Background: an optimization exercise with open tools, aiming at small area, a short achievable clock period and few clock cycles per item. Do not read the settings as production practice.
Only simulation tests tie the RTL to the original design; equivalence was not proved.

==> flow/design.v (outline; a module is shown in full before it is edited, if it fits) <==
// module svf_multichannel: 190 lines
// module svf_benc: 16 lines
// module svf_fa: 4 lines
// module svf_ha: 4 lines
// module svf_mac_f: 559 lines
// module svf_mac_q: 609 lines
// module svf_s2: 132 lines
module svf_multichannel #(
  parameter int SAMPLE_BITS = 16,
  parameter int CHANNELS    = 4,
  parameter int COEF_BITS   = 18
) (
  input  logic                            clk,
  input  logic                            rst,
  input  logic                            sample_clk,
  input  logic [CHANNELS*SAMPLE_BITS-1:0] in_data,
  input  logic [CHANNELS*COEF_BITS-1:0]   F,
  input  logic [CHANNELS*COEF_BITS-1:0]   Q1,
  input  logic [CHANNELS*2-1:0]           mode,
  input  logic [CHANNELS-1:0]             clear,
  output logic [CHANNELS*SAMPLE_BITS-1:0] out_data,
  output logic                            out_valid,
  output logic                            busy,
  output logic                            overrun
);
  // ...
==> flow/flow/run.sh <==
#!/bin/bash
# The standard layout (standard synthesis included), with two changes to how the
# layout is made: timing repair is asked to leave more setup slack than the default,
# so that paths end up well inside the period, and the port buffers are buf_1 cells.
set -euo pipefail
bash standard.sh SETUP_SLACK_MARGIN=8 "BUFFER_PORTS_ARGS=-buffer_cell sky130_fd_sc_hd__buf_1" finish > standard_flow.log 2>&1
==> flow/standard.sh <==
#!/bin/bash
# synth_recipe.tcl (not shown) runs the flow's synth.tcl, then flattens the netlist and writes it again
# the make line also repeats each setting of config.mk as NAME=value (left out here)
make -C /OpenROAD-flow-scripts/flow DESIGN_CONFIG=/design/flow/config.mk WORK_HOME=/design/flow/orfs CLKGATE_MAP_FILE= SYNTH_SCRIPT=/design/flow/synth_recipe.tcl "${@:-finish}"
==> flow/config.mk <==
export PLATFORM = sky130hd
export DESIGN_NAME = svf_multichannel
export DESIGN_NICKNAME = svf_multichannel
export VERILOG_FILES = /design/flow/design.v
export SDC_FILE = /design/flow/constraint.sdc
export NUM_CORES = 4
export LEC_CHECK = 0
export CAP_MARGIN = 20
export CORE_MARGIN = 2
export CORE_UTILIZATION = 55
export SLEW_MARGIN = 20
export SYNTH_HIERARCHICAL = 1
==> flow/constraint.sdc <==
create_clock -name core_clock -period 12.0 [get_ports {clk}]
set_input_delay 2.4000 -clock core_clock [delete_from_list [all_inputs] [get_ports {clk}]]
set_output_delay 2.4000 -clock core_clock [all_outputs]
set_load 0.01 [all_outputs]
==> summary.txt, run 1 <==
Most common flop cell mapped by yosys -> sky130_fd_sc_hd__dfxtp_1
Logic depth of the worst setup path including buffers -> 1
Count of final setup violators -> 0
Post-layout min period -> 3.925 ns
Post-CTS Repair Setup Buffers -> 4
Detail Route Antenna Nets -> 0
Area taken by flip-flops and latches -> 0.01557 mm^2
Highest routing layer actually used -> met5
Length of the first detailed-routing pass in iterations -> 6
Capturing element type of the critical path -> output port
Met1 wire length -> 53670 um
Critical path's top delay family -> flip-flops
Signal buf overhead -> 0.04012
Total die area -> 0.08871 mm^2
Number of flip-flops and latches -> 700
Ant. Diodes -> 0
Gate count after technology mapping -> 4064
Critical path cell sequence -> buf_1
Status -> complete, no violations
Pin count of the biggest net entering global routing -> 78
Final cycle utilization of the critical path -> 0.3271
Total of plain and repair buffers excluding clock buffers -> 392
Mux cell area share after synthesis -> 0.04258
Total number of placement rows -> 107
Placed inst area -> 0.04730 mm^2
Testbench counts, summed over its fixed seeds: cycles 25,608, frames 3,200.
==> run 2: changes to the inputs <==
--- a/flow/flow/run.sh
+++ b/flow/flow/run.sh
@@ -5,2 +5,2 @@
 set -euo pipefail
-bash standard.sh SETUP_SLACK_MARGIN=8 "BUFFER_PORTS_ARGS=-buffer_cell sky130_fd_sc_hd__buf_1" finish > standard_flow.log 2>&1
+bash standard.sh SETUP_SLACK_MARGIN=8.2 "BUFFER_PORTS_ARGS=-buffer_cell sky130_fd_sc_hd__buf_1" finish > standard_flow.log 2>&1
==> run 2 against run 1 <==
Synthesized area unchanged; critical path depth increased by 11; via count increased by 0.42%; clock skew increased by 0.021 ns; design area increased by 0.75%; synthesized cell count unchanged; utilization increased by 0.45 points.
==> summary.txt, run 2 <==
Worst path required time -> 12.56 ns (was 9.60 ns)
Total global-route track usage -> 0.2802 (was 0.2792)
DR DRC count -> 0 (unchanged)
Combined area of all synthesized cells -> 0.04749 mm^2 (unchanged)
Sinks on the clock net -> 700 (unchanged)
Worst slew margin -> 0.2131 (was 0.2087)
Hold Path Stages -> 0 (unchanged)
Most instantiated library cell after synthesis -> sky130_fd_sc_hd__xnor2_1 (unchanged)
Number of library cell types mapped by synthesis -> 78 (unchanged)
Pin count of the biggest net entering global routing -> 78 (unchanged)
Count of final setup violators -> 0 (unchanged)
Layout cells sized above 1 -> 0.1318 (was 0.1179)
Std-Cell Core Area -> 0.08541 mm^2 (unchanged)
Total of warnings raised by yosys -> 24 (unchanged)
Number of failing hold endpoints at the final stage -> 0 (unchanged)
Global-route wire length before repair -> 191600 um (was 191000 um)
Final cycle utilization of the critical path -> 0.3216 (was 0.3271)
Most common cell after layout, fill and taps aside -> sky130_fd_sc_hd__xnor2_1 (unchanged)
Share of the synthesized area in the top cell type -> 0.2310 (unchanged)
Most common flop cell mapped by yosys -> sky130_fd_sc_hd__dfxtp_1 (unchanged)
Total number of placement rows -> 107 (unchanged)
H-tree lvl count -> 3 (unchanged)
Dominant cell type by count on the critical path -> sky130_fd_sc_hd__fa_1
Detail Route Antenna Nets -> 0 (unchanged)
Type of element launching the critical path -> flip-flop (unchanged)
Fraction of synthesis flops using an asynchronous set or reset pin -> 0 (unchanged)
Cell accounting for the most synthesized area -> sky130_fd_sc_hd__dfxtp_1 (unchanged)
Detailed router's first-iteration violation count -> 2316 (was 2339)
RSZ-0062 raised after global routing -> true (unchanged)
Logic depth of the worst setup path including buffers -> 12 (was 1)
CP arrival -> 4.42 ns (was 1.52 ns)
Capturing element type of the critical path -> flip-flop (was output port)
Wire length per cell after detailed routing -> 23.70 um (was 23.72 um)
Via count of the first global-routing pass -> 31980 (was 31670)
Vias after detailed routing -> 30720 (was 30600)
Maximum net fanout on the critical path -> 37 (was 13)
Total die area -> 0.08871 mm^2 (unchanged)
GPL Wtd Cong -> 0.8986 (was 0.8892)
Number of maximum-capacitance violations -> 0 (unchanged)
Horizontal extent of the die -> 297.8 um (unchanged)
Critical path class -> flip-flop to flip-flop (was flip-flop to output port)
Largest cells by area after synthesis -> sky130_fd_sc_hd__dfxtp_1 (23%), sky130_fd_sc_hd__fa_1 (20%), sky130_fd_sc_hd__xnor2_1 (10%) (unchanged)
Non-Filler Cell Area, Final -> 0.05081 mm^2 (was 0.05042 mm^2)
Initial Utilization -> 0.5560 (unchanged)
Status -> complete, no violations (unchanged)
Ant. Diodes -> 0 (unchanged)
Slowest stage cell on the critical path -> sky130_fd_sc_hd__fa_1 (was sky130_fd_sc_hd__dfxtp_4)
Min-delay worst type -> flip-flop to flip-flop (unchanged)
Post-synthesis register bit count -> 700 (unchanged)
Critical path's top delay family -> adder cells (was flip-flops)
CTS max path bufs -> 3 (unchanged)
Io pins -> 290 (unchanged)
Layout filler cell count -> 7259 (was 7299)
Length of the first detailed-routing pass in iterations -> 5 (was 6)
Synthesis-to-finish area growth -> 6.982% (was 6.181%)
Mean instance size in the synthesized netlist -> 11.69 um^2 (unchanged)
Post-layout min period -> 3.859 ns (was 3.925 ns)
Register area share after synthesis -> 0.3271 (unchanged)
Clock Tree Root -> sky130_fd_sc_hd__clkbuf_16 (unchanged)
Gate count after technology mapping -> 4064 (unchanged)
Via count normalized by instance count -> 5.811 (was 5.819)
Slew at the pin closest to its max-slew limit -> 1.179 ns (was 1.185 ns)
Most frequent cells in the layout -> sky130_fd_sc_hd__xnor2_1 (560), sky130_fd_sc_hd__dfxtp_1 (525), sky130_fd_sc_hd__fa_1 (470), sky130_fd_sc_hd__a22oi_1 (453), sky130_fd_sc_hd__buf_1 (289) (was sky130_fd_sc_hd__xnor2_1 (560), sky130_fd_sc_hd__dfxtp_1 (529), sky130_fd_sc_hd__fa_1 (477), sky130_fd_sc_hd__a22oi_1 (464), sky130_fd_sc_hd__buf_1 (289))
Clock network latency to the later pin of the worst-skew pair -> 0.65 ns (about the same)
Placed inst area -> 0.04731 mm^2 (was 0.04730 mm^2)
Clock buffer count from CTS -> 77 (unchanged)
Total congestion overflow after global routing -> 0 (unchanged)
Chip Height -> 297.8 um (unchanged)
CTS tree -> built (unchanged)
DRT Wirelength -> 125300 um (was 124700 um)
Syn nets -> 4997 (unchanged)
Most frequent cells after synthesis -> sky130_fd_sc_hd__xnor2_1 (562), sky130_fd_sc_hd__dfxtp_1 (548), sky130_fd_sc_hd__fa_1 (480) (unchanged)
Number of buffer and inverter stages on the critical path -> 1 (unchanged)
Worst path max stage delay -> 0.59 ns (was 0.57 ns)
Highest attainable clock frequency -> 259.2 MHz (was 254.8 MHz)
Reg clk slew, reported paths -> 0.07 ns (was 0.06 ns)
# port buffers -> 289 (unchanged)
FF-to-FF path depth -> 12 (was 8)
Initial antenna violation count -> 6 (was 1)
Number of enable-type register cells in the synthesized netlist -> 152 (unchanged)
DP Wirelength -> 87930 um (was 87600 um)
Clock Skew -> 0.03802 ns (was 0.01722 ns)
Critical path cell sequence -> clkbuf_8 > a22oi_2 > xnor2_1 > fa_1 > fa_1 > fa_1 > fa_1 > ha_1 > nand4_1 > nor2b_1 > nand4_1 > o211ai_1 (was buf_1)
Net count of the finished layout -> 5012 (was 4985)
Final number of max-transition violations -> 0 (unchanged)
Post-CTS Hold Buffers -> 0 (unchanged)
Sum of negative setup slack -> 0 ns (unchanged)
-- run 2: cell counts after synthesis --
Identical to the previous run, type by type.
-- run 2: path summary, 6_finish.rpt --
path / from / end / slack [ns]
setup reg to reg: bp_reg[3][11] / ql2_reg / 8.14
hold reg to reg: fd2_reg[26] / fd3_reg[26] / 0.32
hold / removal: fd2_reg[26] / fd3_reg[26] / 0.32
setup / recovery: bp_reg[3][11] / ql2_reg / 8.14
-- run 2: per-layer routing --
metal	part of all wire	vias to the layer above	global-route usage
met5	0.00042	-	0
met4	0.030	8	0.1000
met2	0.48	1262	0.4614
li1	-	13870	-
met1	0.42	15360	0.3697
met3	0.074	226	0.05374
-- run 2: area by class of cell --
cell class | count | area (um^2) | area share
Timing Repair Buffer | 419 | 2389 | 0.04701
Inverter | 203 | 762.0 | 0.01500
Clock buffer | 106 | 2178 | 0.04288
Tap cell | 1144 | 1431 | 0.02817
Clock inverter | 37 | 410.4 | 0.008078
Multi-Input combinational cell | 2678 | 28040 | 0.5519
Sequential cell | 700 | 15600 | 0.3070
-- run 2: cell families after synthesis --
group | share of synthesized area
adder cells (fa/ha/maj) | 0.2629
buffers and inverters | 0.08871
flip-flops | 0.3271
AO/OA/AOI/OAI | 0.1349
XOR/XNOR | 0.1134
multiplexers | 0.04258
AND/OR/NAND/NOR | 0.03040
-- run 2: Yosys stat by module (local to each module, per instance) --
module | cells | area, um^2
svf_mac_q | 600 | 4783
svf_mac_f | 559 | 4249
svf_ha | 1 | 12.51
svf_benc | 43 | 299.0
svf_multichannel | 1397 | 20880
svf_s2 | 300 | 2103
svf_fa | 1 | 20.02
-- run 2: what timing repair did --
item	4_1_cts	5_1_grt
endpoints found under the setup margin	74	75
pin swaps	6	40
endpoints found under the hold margin	0	0
resized for setup	49	100
gates cloned	1	5
setup buffers	8	21
-- run 2: per-stage QoR --
step / setup slack [ns] / utilization / hold WS (ns) / instances
2_1_floorplan: 8.282 / - / 0.3096 / 4064
3_3_place_gp: 7.684 / 0.5539 / 0.3100 / 5109
3_5_place_dp: 7.602 / 0.5539 / 0.3121 / 5109
4_1_cts: 7.957 / 0.5872 / 0.3116 / 5261
5_1_grt: 7.984 / 0.5948 / 0.3115 / 5287
6_report: 8.141 / 0.5948 / 0.3162 / 5287

-- afterwards: timing with drivers on the ports --
The flow's constraints put no driver on any port. The routed layouts listed below were extracted and timed again, unchanged, in two steps.
Step 1: set_driving_cell puts a clkbuf_16 on clk and a buf_2 on each other input, an assumption about the parent block.
Step 2 moves the port delays by t, midway between the first and last clock arrival at a register: inputs arrive t later, outputs are due t later. That takes back most of the time a late clock gives input paths.
a / b / c = ideal ports / drivers / drivers and shift; a / b = the first two.
| run | shift t [ns] | setup slack, ns | worst hold slack (ns) | worst setup path at the end | slew at the worst register clock pin (ns) |
|---|---|---|---|---|---|
| run 1 | 0.708 | 8.075 / 8.006 / 8.039 | 0.322 / 0.322 / 0.322 | input to register | 0.07 / 0.07 |
| run 2 | 0.699 | 8.141 / 8.141 / 8.074 | 0.316 / 0.316 / 0.316 | input to register | 0.07 / 0.07 |
After both steps setup and hold are still met in every run listed. For run 2, which loses most, drivers alone change the setup slack by 0.000 ns; drivers and shift together by -0.067 ns.
